This is an optimization exercise on Yosys and OpenROAD, whose aim is small area, a short achievable clock period and few clock cycles per item, not a production implementation.
The RTL was checked by simulation tests, not by an equivalence proof against the original design.
No activity file was given, so power comes from the tool's default toggle rates.

==> design/flow/design.v <==
`default_nettype none
package cpu_pkg;
    typedef enum logic [3:0] {
        ADD,
        SUB,
        SLL,
        SLT,
        SLTU,
        XOR,
        SRL,
        SRA,
        OR,
        AND
    } alu_op_e;
    typedef struct packed {
        logic                      valid;
        logic [2-1:0]     tag;
        logic [3:0]                op;
        logic [32-1:0]      a;
        logic [32-1:0]      b;     
        logic [5-1:0] dest;
    } issue_t;
    typedef struct packed {
        logic                      valid;
        logic [2-1:0]     tag;
        logic [5-1:0] dest;
        logic [32-1:0]      value;
    } result_t;
endpackage
`default_nettype wire
`default_nettype none
module register_file (
    input  wire                        clk,
    input  wire                        rstn,
    input  wire [5-1:0]   rd_idx_a,
    input  wire [5-1:0]   rd_idx_b,
    input  wire [5-1:0]   rd_idx_host,
    output logic [32-1:0]       rd_data_a,
    output logic [32-1:0]       rd_data_b,
    output logic [32-1:0]       rd_data_host,
    input  wire cpu_pkg::result_t      wr
);
    logic [32-1:0] regs [32];
    always_ff @(posedge clk or negedge rstn) begin
        if (!rstn) begin
            for (int i = 0; i < 32; i++) begin
                regs[i] <= '0;
            end
        end else if (wr.valid && wr.dest != '0) begin
            regs[wr.dest] <= wr.value;
        end
    end
    assign rd_data_a    = regs[rd_idx_a];
    assign rd_data_b    = regs[rd_idx_b];
    assign rd_data_host = regs[rd_idx_host];
endmodule
`default_nettype wire
`default_nettype none
module dispatch_unit (
    input  wire                          clk,
    input  wire                          rstn,
    input  wire                          psel,
    input  wire                          penable,
    input  wire                          pwrite,
    input  wire [12-1:0]    paddr,
    input  wire [32-1:0]          pwdata,
    output logic [32-1:0]         prdata,
    output logic                         pready,
    output logic                         pslverr,
    output logic [5-1:0]    rd_idx_a,
    output logic [5-1:0]    rd_idx_b,
    output logic [5-1:0]    rd_idx_host,
    input  wire [32-1:0]          rd_data_a,
    input  wire [32-1:0]          rd_data_b,
    input  wire [32-1:0]          rd_data_host,
    output cpu_pkg::issue_t              issue0,
    output cpu_pkg::issue_t              issue1,
    input  wire cpu_pkg::result_t        retired
);
    localparam int CNT_W = $clog2(4 + 1);
    localparam logic [CNT_W-1:0] FULL = CNT_W'(4);
    localparam int REG_WIN_END = 12'h080 + 4 * 32;
    logic                        access;
    logic                        instr_wr;
    logic                        status_rd;
    logic                        reg_rd;
    logic [6:0]                  opcode;
    logic [6:0]                  funct7;
    logic [6:0]                  f7_eff;
    logic [2:0]                  funct3;
    logic [5-1:0]   rs1;
    logic [5-1:0]   rs2;
    logic [5-1:0]   rd;
    logic [32-1:0]        imm;
    logic                        is_op;
    logic                        is_imm;
    logic                        known;
    logic                        legal;
    logic                        hazard;
    logic                        accept;
    cpu_pkg::alu_op_e                     op;
    logic [32-1:0]   busy;
    logic [CNT_W-1:0]            in_flight;
    logic [2-1:0]       next_tag;
    logic                        lane_sel;
    logic                        issue0_v;
    logic                        issue1_v;
    cpu_pkg::issue_t                      issue_q;
    assign access    = psel & penable;
    assign instr_wr  = access & pwrite & (paddr == 12'h000);
    assign status_rd = paddr == 12'h004;
    assign reg_rd    = paddr >= 12'h080 && paddr < REG_WIN_END && paddr[1:0] == 2'b00;
    assign opcode = pwdata[6:0];
    assign rd     = pwdata[11:7];
    assign funct3 = pwdata[14:12];
    assign rs1    = pwdata[19:15];
    assign rs2    = pwdata[24:20];
    assign funct7 = pwdata[31:25];
    assign imm    = {{(32 - 12){pwdata[31]}}, pwdata[31:20]};
    assign is_op  = opcode == 7'b0110011;
    assign is_imm = opcode == 7'b0010011;
    assign f7_eff = (is_op || funct3[1:0] == 2'b01) ? funct7 : 7'h00;
    always_comb begin
        op    = cpu_pkg::ADD;
        known = 1'b1;
        case ({f7_eff, funct3})
            {7'h00, 3'b000}: op = cpu_pkg::ADD;
            {7'h20, 3'b000}: op = cpu_pkg::SUB;
            {7'h00, 3'b001}: op = cpu_pkg::SLL;
            {7'h00, 3'b010}: op = cpu_pkg::SLT;
            {7'h00, 3'b011}: op = cpu_pkg::SLTU;
            {7'h00, 3'b100}: op = cpu_pkg::XOR;
            {7'h00, 3'b101}: op = cpu_pkg::SRL;
            {7'h20, 3'b101}: op = cpu_pkg::SRA;
            {7'h00, 3'b110}: op = cpu_pkg::OR;
            {7'h00, 3'b111}: op = cpu_pkg::AND;
            default:         known = 1'b0;
        endcase
    end
    assign legal  = (is_op | is_imm) & known;
    assign hazard = busy[rs1] | (is_op & busy[rs2]) | busy[rd] | (in_flight == FULL);
    assign accept = instr_wr & legal & ~hazard;
    always_comb begin
        pslverr = 1'b0;
        pready  = 1'b0;
        if (access) begin
            if (pwrite) begin
                pslverr = paddr != 12'h000 || !legal;
                pready  = pslverr | ~hazard;
            end else begin
                pslverr = ~(status_rd | reg_rd);
                pready  = 1'b1;
            end
        end
    end
    always_comb begin
        prdata = '0;
        if (status_rd) begin
            prdata[CNT_W-1:0] = in_flight;
        end else if (reg_rd) begin
            prdata = rd_data_host;
        end
    end
    assign rd_idx_a    = rs1;
    assign rd_idx_b    = rs2;
    assign rd_idx_host = paddr[2 +: 5];
    always_ff @(posedge clk or negedge rstn) begin
        if (!rstn) begin
            busy      <= '0;
            in_flight <= '0;
            next_tag  <= '0;
            lane_sel  <= 1'b0;
            issue0_v  <= 1'b0;
            issue1_v  <= 1'b0;
        end else begin
            if (retired.valid) begin
                busy[retired.dest] <= 1'b0;
            end
            if (accept && rd != '0) begin
                busy[rd] <= 1'b1;
            end
            case ({accept, retired.valid})
                2'b10:   in_flight <= in_flight + 1'b1;
                2'b01:   in_flight <= in_flight - 1'b1;
                default: in_flight <= in_flight;
            endcase
            issue0_v <= accept & ~lane_sel;
            issue1_v <= accept & lane_sel;
            if (accept) begin
                next_tag <= next_tag + 1'b1;
                lane_sel <= ~lane_sel;
            end
        end
    end
    always_ff @(posedge clk) begin
        if (accept) begin
            issue_q.valid <= 1'b1;
            issue_q.tag   <= next_tag;
            issue_q.op    <= op;
            issue_q.a     <= rd_data_a;
            issue_q.b     <= is_imm ? imm : rd_data_b;
            issue_q.dest  <= rd;
        end
    end
    always_comb begin
        issue0       = issue_q;
        issue0.valid = issue0_v;
        issue1       = issue_q;
        issue1.valid = issue1_v;
    end
endmodule
`default_nettype wire
`default_nettype none
module alu_lane #(
    parameter int LATENCY = 1
) (
    input  wire                    clk,
    input  wire                    rstn,
    input  wire cpu_pkg::issue_t   issue,
    output cpu_pkg::result_t       result
);
    logic [32-1:0] alu_out;
    logic [4:0]           shamt;
    logic [LATENCY-1:0]   stage_v;
    cpu_pkg::result_t     stage_d;
    logic [32+5+2:0] stage_q [LATENCY];
    assign shamt = issue.b[4:0];
    always_comb begin
        case (issue.op)
            cpu_pkg::ADD:     alu_out = issue.a + issue.b;
            cpu_pkg::SUB:     alu_out = issue.a - issue.b;
            cpu_pkg::SLL:     alu_out = issue.a << shamt;
            cpu_pkg::SLT:     alu_out = {{(32 - 1){1'b0}}, $signed(issue.a) < $signed(issue.b)};
            cpu_pkg::SLTU:    alu_out = {{(32 - 1){1'b0}}, issue.a < issue.b};
            cpu_pkg::XOR:     alu_out = issue.a ^ issue.b;
            cpu_pkg::SRL:     alu_out = issue.a >> shamt;
            cpu_pkg::SRA:     alu_out = $signed(issue.a) >>> shamt;
            cpu_pkg::OR:      alu_out = issue.a | issue.b;
            cpu_pkg::AND:     alu_out = issue.a & issue.b;
            default: alu_out = '0;
        endcase
    end
    always_comb begin
        stage_d.valid = 1'b1;
        stage_d.tag   = issue.tag;
        stage_d.dest  = issue.dest;
        stage_d.value = alu_out;
    end
    always_ff @(posedge clk or negedge rstn) begin
        if (!rstn) begin
            stage_v <= '0;
        end else begin
            stage_v[0] <= issue.valid;
            for (int i = 1; i < LATENCY; i++) begin
                stage_v[i] <= stage_v[i-1];
            end
        end
    end
    always_ff @(posedge clk) begin
        stage_q[0] <= stage_d;
        for (int i = 1; i < LATENCY; i++) begin
            stage_q[i] <= stage_q[i-1];
        end
    end
    always_comb begin
        result       = stage_q[LATENCY-1];
        result.valid = stage_v[LATENCY-1];
    end
endmodule
`default_nettype wire
`default_nettype none
module retire_unit (
    input  wire                     clk,
    input  wire                     rstn,
    input  wire cpu_pkg::result_t   result0,
    input  wire cpu_pkg::result_t   result1,
    output cpu_pkg::result_t        retired
);
    logic [4-1:0] slot_valid;
    logic [5-1:0] slot_dest  [4];
    logic [32-1:0]      slot_value [4];
    logic [2-1:0]     head;
    logic                      head_ready;
    logic                      retired_v;
    cpu_pkg::result_t                   retired_q;
    assign head_ready = slot_valid[head];
    always_ff @(posedge clk or negedge rstn) begin
        if (!rstn) begin
            slot_valid <= '0;
            head       <= '0;
            retired_v  <= 1'b0;
        end else begin
            if (head_ready) begin
                slot_valid[head] <= 1'b0;
                head             <= head + 1'b1;
            end
            if (result0.valid) begin
                slot_valid[result0.tag] <= 1'b1;
            end
            if (result1.valid) begin
                slot_valid[result1.tag] <= 1'b1;
            end
            retired_v <= head_ready;
        end
    end
    always_ff @(posedge clk) begin
        if (result0.valid) begin
            slot_dest[result0.tag]  <= result0.dest;
            slot_value[result0.tag] <= result0.value;
        end
        if (result1.valid) begin
            slot_dest[result1.tag]  <= result1.dest;
            slot_value[result1.tag] <= result1.value;
        end
        if (head_ready) begin
            retired_q.valid <= 1'b1;
            retired_q.tag   <= head;
            retired_q.dest  <= slot_dest[head];
            retired_q.value <= slot_value[head];
        end
    end
    always_comb begin
        retired       = retired_q;
        retired.valid = retired_v;
    end
endmodule
`default_nettype wire
`default_nettype none
module cpu_core (
    input  wire                         clk,
    input  wire                         rstn,
    input  wire                         psel,
    input  wire                         penable,
    input  wire                         pwrite,
    input  wire [12-1:0]   paddr,
    input  wire [32-1:0]         pwdata,
    output logic [32-1:0]        prdata,
    output logic                        pready,
    output logic                        pslverr
);
    logic [5-1:0] rd_idx_a;
    logic [5-1:0] rd_idx_b;
    logic [5-1:0] rd_idx_host;
    logic [32-1:0]      rd_data_a;
    logic [32-1:0]      rd_data_b;
    logic [32-1:0]      rd_data_host;
    cpu_pkg::issue_t                    issue0;
    cpu_pkg::issue_t                    issue1;
    cpu_pkg::result_t                   result0;
    cpu_pkg::result_t                   result1;
    cpu_pkg::result_t                   retired;
    dispatch_unit u_dispatch (.*);
    register_file u_regs (
        .*,
        .wr (retired)
    );
    alu_lane #(.LATENCY(1)) lane0 (
        .clk,
        .rstn,
        .issue  (issue0),
        .result (result0)
    );
    alu_lane #(.LATENCY(3)) lane1 (
        .clk,
        .rstn,
        .issue  (issue1),
        .result (result1)
    );
    retire_unit u_retire (.*);
endmodule
`default_nettype wire
==> design/flow/run.sh <==
#!/bin/bash
# synth_recipe.tcl (not shown) runs the flow's synth.tcl, then flattens the netlist and writes it again
# the make line also repeats each setting of config.mk as NAME=value (left out here)
make -C /OpenROAD-flow-scripts/flow DESIGN_CONFIG=/design/flow/config.mk WORK_HOME=/design/flow/orfs CLKGATE_MAP_FILE= SYNTH_SCRIPT=/design/flow/synth_recipe.tcl finish
==> design/flow/config.mk <==
export PLATFORM = sky130hd
export DESIGN_NAME = cpu_core
export DESIGN_NICKNAME = cpu_core
export VERILOG_FILES = /design/flow/design.v
export SDC_FILE = /design/flow/constraint.sdc
export NUM_CORES = 4
export LEC_CHECK = 0
export CAP_MARGIN = 20
export CELL_PAD_IN_SITES_DETAIL_PLACEMENT = 1
export CELL_PAD_IN_SITES_GLOBAL_PLACEMENT = 2
export CORE_MARGIN = 2
export CORE_UTILIZATION = 35
export SLEW_MARGIN = 20
==> design/flow/constraint.sdc <==
create_clock -name core_clock -period 9.0 [get_ports {clk}]
set_input_delay 1.8000 -clock core_clock [delete_from_list [all_inputs] [get_ports {clk}]]
set_output_delay 1.8000 -clock core_clock [all_outputs]
set_load 0.01 [all_outputs]
==> summary.txt <==
-- kinds of logic (layout without fill, tap and decap cells) --
family	after synthesis	after routing	share of synthesized area
AOI/OAI and AO/OA	2187	2187	0.210
xor gates and xnor gates	17	17	0.00187
DFF	1452	1452	0.465
muxes	1309	1309	0.200
adders and majority gates	116	116	0.0185
buffers and inverters	798	812	0.0384
and+or+nand+nor	1063	1063	0.0657
other	0	42	0
-- metal layers --
layer | global-route usage | up-vias | wire (um)
li1 | - | 27346 | -
met1 | 0.562 | 39566 | 201000
met2 | 0.563 | 7186 | 193000
met3 | 0.191 | 2210 | 70500
met4 | 0.259 | 53 | 40200
met5 | 0.0143 | - | 850
-- sequential cells by signal, summed over array words and instances (netlist names), 3 cells and up --
signal / flops
u_retire.slot_dest: 20
u_dispatch.busy: 32
lane1.stage_q: 78
u_retire.slot_value: 128
lane0.stage_q: 39
u_dispatch.issue_q: 75
u_retire.retired_q: 37
u_retire.slot_valid: 4
u_regs.regs: 1024
lane1.stage_v: 3
u_dispatch.in_flight: 3
-- placed cells by master (no fill, tap or decap), drive strengths merged, types with 44 or more instances in the layout --
| cell type | n |
|---|---|
| mux2i | 45 |
| a21oi | 213 |
| o21ai | 246 |
| nor2 | 326 |
| inv | 117 |
| dfxtp | 117 |
| a22o | 468 |
| a221oi | 479 |
| mux2 | 1151 |
| nor3 | 80 |
| nand3 | 151 |
| ha | 113 |
| buf | 317 |
| mux4 | 113 |
| nand4 | 194 |
| clkinv | 44 |
| a22oi | 519 |
| clkbuf | 231 |
| clkdlybuf4s50 | 81 |
| nand2 | 164 |
| dfrtp | 1075 |
| edfxtp | 260 |
-- per-stage QoR --
| step | cells | worst slack, ns | hold WS, ns | instance area, um2 |
|---|---|---|---|---|
| 3_5_place_dp | 9648 | 1.01 | 0.313 | 85300 |
| 2_1_floorplan | 6942 | 3.27 | 0.310 | 79600 |
| 4_1_cts | 9953 | 1.01 | 0.301 | 91200 |
| 6_report | 10007 | 0.646 | 0.309 | 91500 |
| 3_3_place_gp | 9637 | 1.12 | 0.310 | 85100 |
| 5_1_grt | 9975 | 0.829 | 0.328 | 91400 |
-- power groups by stage --
stage	registers [uW]	clock network (uW)	logic [uW]
after floorplan	6790	0	115
after global placement	6790	0	498
after detailed placement	6790	0	503
after CTS	6660	7380	504
after global routing	6660	7650	532
final	6660	7320	546
-- critical path, cell delays in order --
cell and delay [ns]:
clkdlybuf4s50_1 0.73, nand2b_1 0.62, nor2_4 0.96, buf_4 0.51, a22o_1 0.19, a221oi_1 0.05
nand4_1 0.19, nor3_1 0.07, nor2_1 0.69, clkdlybuf4s50_1 0.70
-- worst paths after layout --
path                                  startpoint             endpoint  slack, ns  cells after the start
setup / recovery                        paddr[2]            prdata[9]       0.65                     10
setup reg to reg           u_dispatch.issue_q[6]  lane0.stage_q[0][0]       3.10                     12
hold reg to reg              lane1.stage_q[1][9]  lane1.stage_q[2][9]       0.31                      0
hold / removal               lane1.stage_q[1][9]  lane1.stage_q[2][9]       0.31                      0
min in group asynchronous                   rstn   u_regs.regs[6][18]       0.92                      1
max in group asynchronous                   rstn    u_regs.regs[0][0]       5.99                      3
-- layout make-up --
cell class / count / area [um2]
Inverter: 109 / 412
Clock inverter: 74 / 1060
Clock buffer: 231 / 4790
Antenna cell: 42 / 105
Fill cell: 23913 / 135000
Timing Repair Buffer: 398 / 3780
Tap cell: 3009 / 3760
Multi-Input combinational cell: 4692 / 40600
Sequential cell: 1452 / 37100
==> qor.csv <==
metric,value,unit
synth.distinct_cells,84,
yosysTopAreaCell,dfrtp_1,
maxSlewHeadroom,0.0983,
die-area,231000,um2
die_h,481,um
syn_area_per_cell,11.5,um2
setup.worst_path.start_class,primary input,
yosysMostFrequentCell,mux2_2,
portBuffers,82,
maxSlewViolCount,0,
grt_pass1_vias,73218,
synth_ff_type,dfrtp_1,
synth_cells,6942,
viasPerCell,7.63,
post-route-min-period,8.35,ns
seq_power_share,0.458,
cp.arrival,6.55,ns
vias,76361,
post_cts_resized,0,
setup_viol,0,
gp_congestion,1.02,
hold_viol,0,
clkLatencyLatePin,0.89,ns
area_growth,14.9,%
ctsHoldBuffers,0,
drt_iter0_markers,14124,
yosys_register_bits,1452,
ioPinCount,83,
start_util,0.351,
run_status,timing/DRC/antenna clean,
timing.fmax,0.120,GHz
cts_tree,done,
route.detailed.drc,0,
overflow,0,
critPathCaptureType,output pin,
p_switching,3630,uW
maxCapViolCount,0,
die_width,481,um
ir_drop,187,uV
worstSetupPathType,primary input to output pin,
synth.yosys.seq_area_share,0.465,
async_flop_share,0.740,
grt_pass1_wl,673000,um
grt_max_degree,169,
synth_area_leaders,"dfrtp_1 34%, mux2_2 16%, edfxtp_1 9.8%",
track_usage,0.426,
antenna_violating_nets_post_route,0,
drt_wl_total,505000,um
synth_common_cells,"1151 x mux2_2, 1075 x dfrtp_1, 542 x clkbuf_1",
antenna_found_initial,62,
dp_hpwl,317000,um
power_frac_comb,0.038,
core_area,227000,um2
intPower,10900,uW
drive_above_1_share,0.293,
wl_per_cell,50.5,um
swShare,0.250,
yosys_warnings,8,
cts_buffer_depth,3,
cts-root-buf,clkbuf_16,
numCtsBuffers,166,
syn_area,79600,um2
synth_top_area_frac,0.338,
cp.required,7.20,ns
dr.pass1.iters,10,
synth_nets,7107,
fin_util,0.403,
clk_pin_slew,0.06,ns
fin_tns_setup,0,ns
cts.sinks,1452,
placementRows,175,
synth_edf_count,260,
finalClockSkew,0.0758,ns
rsz0062_at_grt,false,
p_total,14500,uW
max_slew.worst_pin.slew,1.35,ns
p_clk_frac,0.504,
p_leak,0.0376,uW
final_nets,6984,
pwr_density_cell,159,nW/um2
critPathMaxFanout,13,
post_cts_buffers,0,
cts_max_level,4,
hold_class,register to register,
finalCritPeriodShare,0.928,
Testbench counts, summed over its fixed seeds: cycles 8,466, instrs 2,400.

port drivers added, routing unchanged:
The flow's constraints put no driver on any port. The routed layout listed below was extracted and timed again, unchanged, in two steps. Step 1 sets driving cells, clkbuf_16 on the clock port and buf_2 on the other inputs (assumed; they add their load-dependent delay and slew). Step 2 moves the port delays by t, midway between the first and last clock arrival at a register: inputs arrive t later, outputs are due t later. That takes back most of the time a late clock gives input paths. Three values: ideal, step 1, step 2; two values: the first two.
shift t [ns]: 0.956
setup slack, ns: 0.646 / 0.620 / 0.620
worst setup path at the end: input to output
slew at the worst register clock pin (ns): 0.07 / 0.07
After both steps setup and hold are still met in this run. The setup slack of this run moves by -0.026 ns with the drivers and by -0.026 ns with both steps.
